What follows belongs to an exercise in optimizing a design on an open flow for small area, a short achievable clock period and few clock cycles per item; a production flow would make more cautious choices.
At most, simulation tests tie the RTL to the original design; equivalence was not proved.
No activity file was given, so power comes from the tool's default toggle rates.

== job 101 ==
## vpu_sp_top
module vpu_sp_top (
  input  logic        clk,
  input  logic        rst_n,
  input  logic        line_start,
  input  logic [7:0]  line_y,
  output logic        busy,
  output logic        line_done,
  output logic        param_req_en,
  output logic [3:0]  param_req_addr,
  input  logic [31:0] param_rdata,
  output logic        tile_req_en,
  output logic [15:0] tile_req_addr,
  input  logic [7:0]  tile_rdata,
  output logic        pal_req_en,
  output logic [9:0]  pal_req_addr,
  input  logic [31:0] pal_rdata,
  output logic        lb_rd_en,
  output logic [7:0]  lb_rd_addr,
  output logic        lb_wr_en,
  output logic [7:0]  lb_wr_addr,
  output logic [31:0] lb_wdata,
  input  logic [31:0] lb_rdata
);
export LEC_CHECK = 0
export ABC_AREA = 1
export CAP_MARGIN = 20
export CORE_MARGIN = 2
export CORE_UTILIZATION = 40
export CTS_BUF_LIST = sky130_fd_sc_hd__clkbuf_8
export CTS_CLUSTER_DIAMETER = 80
export CTS_CLUSTER_SIZE = 16
export SLEW_MARGIN = 75
create_clock -name core_clock -period 11.0 [get_ports {clk}]
standard.sh (not shown) runs the stock make flow with config.mk's settings and CLKGATE_MAP_FILE= SYNTH_SCRIPT=/design/flow/synth_recipe.tcl, a recipe that flattens the netlist after the stock synthesis.
==> flow/flow/run.sh <==
#!/bin/bash
# The standard layout, except that each port gets the smallest buffer
# (buf_1) instead of the one buffer_ports picks by default.
set -euo pipefail
export BUFFER_PORTS_ARGS="-buffer_cell sky130_fd_sc_hd__buf_1"
bash standard.sh finish > standard_flow.log 2>&1
Job 101 reached the final stage; the timing, design-rule and antenna checks on its layout passed.
Input changes introduced in job 102 (baseline for comparison: job 101):
- changing SLEW_MARGIN from 75 to 60
--- outcome ---
- Count of vias placed by the detailed router delta (job 101 -> job 102): insignificant
- The critical path capture point comes out tile_req_addr[6] in one run and u_sp.p5_c6[2]$_DFF_P_ in the other, namely in job 101 and job 102 respectively.
- Compared with job 101, in job 102 required time reported for the critical path endpoint increased by 2660 ps relative to the old numbers, portion of the clock cycle consumed by the worst path in the final layout comparable, fraction of power consumed by combinational cells decreased by 0.3 points relative to the old numbers, proportion of cell area occupied by registers higher.
- Route | job 102 vs job 101 | wire longer in job 102
- Job 102 reached the end of the flow, and the finished layout is clean on the timing, design-rule and antenna checks.
## Diff of input files: job 103 against job 102
- SLEW_MARGIN: 60 -> 75
==> flow/flow/run.sh <==
#!/bin/bash
# The standard layout, except that each port gets a plain buf_2 buffer
# instead of the one buffer_ports picks by default.
set -euo pipefail
export BUFFER_PORTS_ARGS="-buffer_cell sky130_fd_sc_hd__buf_2"
bash standard.sh finish > standard_flow.log 2>&1
### Flow results
Flip-flop and latch count essentially unchanged between job 102 and job 103.
Going from job 102 to job 103, area added between synthesis and finish grows by 2.3 points.
The via total after detailed routing reported for job 103 is greater than that of job 102 by 0.85%.
Taking job 102 as 1.0, job 103 lands at 1.16 on maximum resistive drop on vdd.
Total power was lower in the run labelled job 102.
| highest cell delay on the worst timing path | lower: job 103 |
Between job 102 and job 103, layout buffering overhead excluding clock cells increased.
Job 103 vs job 102 — wire length rose 340 um.
Combinational power: job 103 vs job 102, no meaningful difference
On first-pass GRT wire length, job 103 does worse than job 102.
No run of this note included a check of the RTL's function; only the layout flow was run.

Another version of the RTL of vpu_sp_top (not shown whole).
Size in the first run: ~1600 cells after synthesis, ~310 flip-flops, ~200 I/O pins, roughly 15000 um^2 of cells after synthesis.
Design vpu_sp_top, start of the top module:
module vpu_sp_top (
  input  logic        clk,
  input  logic        rst_n,
  input  logic        line_start,
  input  logic [7:0]  line_y,
  output logic        busy,
  output logic        line_done,
  output logic        param_req_en,
  output logic [3:0]  param_req_addr,
  input  logic [31:0] param_rdata,
  output logic        tile_req_en,
  output logic [15:0] tile_req_addr,
  input  logic [7:0]  tile_rdata,
  output logic        pal_req_en,
  output logic [9:0]  pal_req_addr,
  input  logic [31:0] pal_rdata,
  output logic        lb_rd_en,
  output logic [7:0]  lb_rd_addr,
  output logic        lb_wr_en,
  output logic [7:0]  lb_wr_addr,
  output logic [31:0] lb_wdata,
  input  logic [31:0] lb_rdata
);
Settings: LEC_CHECK=0, ABC_AREA=1, CAP_MARGIN=20, CORE_MARGIN=2, CORE_UTILIZATION=40, CTS_CLUSTER_DIAMETER=100, CTS_CLUSTER_SIZE=25, SLEW_MARGIN=75; clock period 11.0 ns.
==> flow/flow/run.sh <==
#!/bin/bash
# The standard layout, except that each port gets the smallest buffer
# (buf_1) instead of the one buffer_ports picks by default.
set -euo pipefail
export BUFFER_PORTS_ARGS="-buffer_cell sky130_fd_sc_hd__buf_1"
bash standard.sh finish > standard_flow.log 2>&1
The first run completed without violations.
Testbench counts at the start, summed over its fixed seeds: cycles 50,398, lines 512.
Next try:
--- a/flow/config.mk
+++ b/flow/config.mk
@@ -11,4 +11,5 @@
 export CORE_UTILIZATION = 40
-export CTS_CLUSTER_DIAMETER = 100
-export CTS_CLUSTER_SIZE = 25
+export CTS_BUF_LIST = sky130_fd_sc_hd__clkbuf_8
+export CTS_CLUSTER_DIAMETER = 80
+export CTS_CLUSTER_SIZE = 16
 export SLEW_MARGIN = 75
Cell count rises by 0.52%.
Cell area hardly moves.
Power goes down by 1.5%.

## static timing again, ports no longer ideal
The results above use ideal ports. As a check the final layouts listed here were re-extracted and re-timed, cells and wires unchanged.
Step 1: set_driving_cell puts a clkbuf_16 on clk and a buf_2 on each other input, an assumption about the parent block.
Step 2 also shifts input and output timing later by t, the mid clock arrival at the registers, as if the neighbouring blocks saw the same clock.
a / b / c = ideal ports / drivers / drivers and shift; a / b = the first two.
run	shift t [ns]	slack for setup (ns)	hold slack, ns	clock arrival spread, ns
job 101	0.637	7.552 / 7.505 / 7.060	0.328 / 0.328 / 0.328	0.033 / 0.033
job 102	0.667	7.540 / 7.493 / 7.034	0.331 / 0.331 / 0.331	0.033 / 0.033
job 103	0.647	7.562 / 7.515 / 7.051	0.312 / 0.312 / 0.312	0.039 / 0.039
the first run of note 2	0.568	7.575 / 7.577 / 7.038	0.328 / 0.328 / 0.328	0.021 / 0.021
the second run of note 2	0.648	7.550 / 7.501 / 7.035	0.330 / 0.330 / 0.330	0.032 / 0.032
After both steps every run listed still meets setup and hold. For the first run of note 2, which loses most, drivers alone change the setup slack by +0.002 ns; drivers and shift together by -0.537 ns.
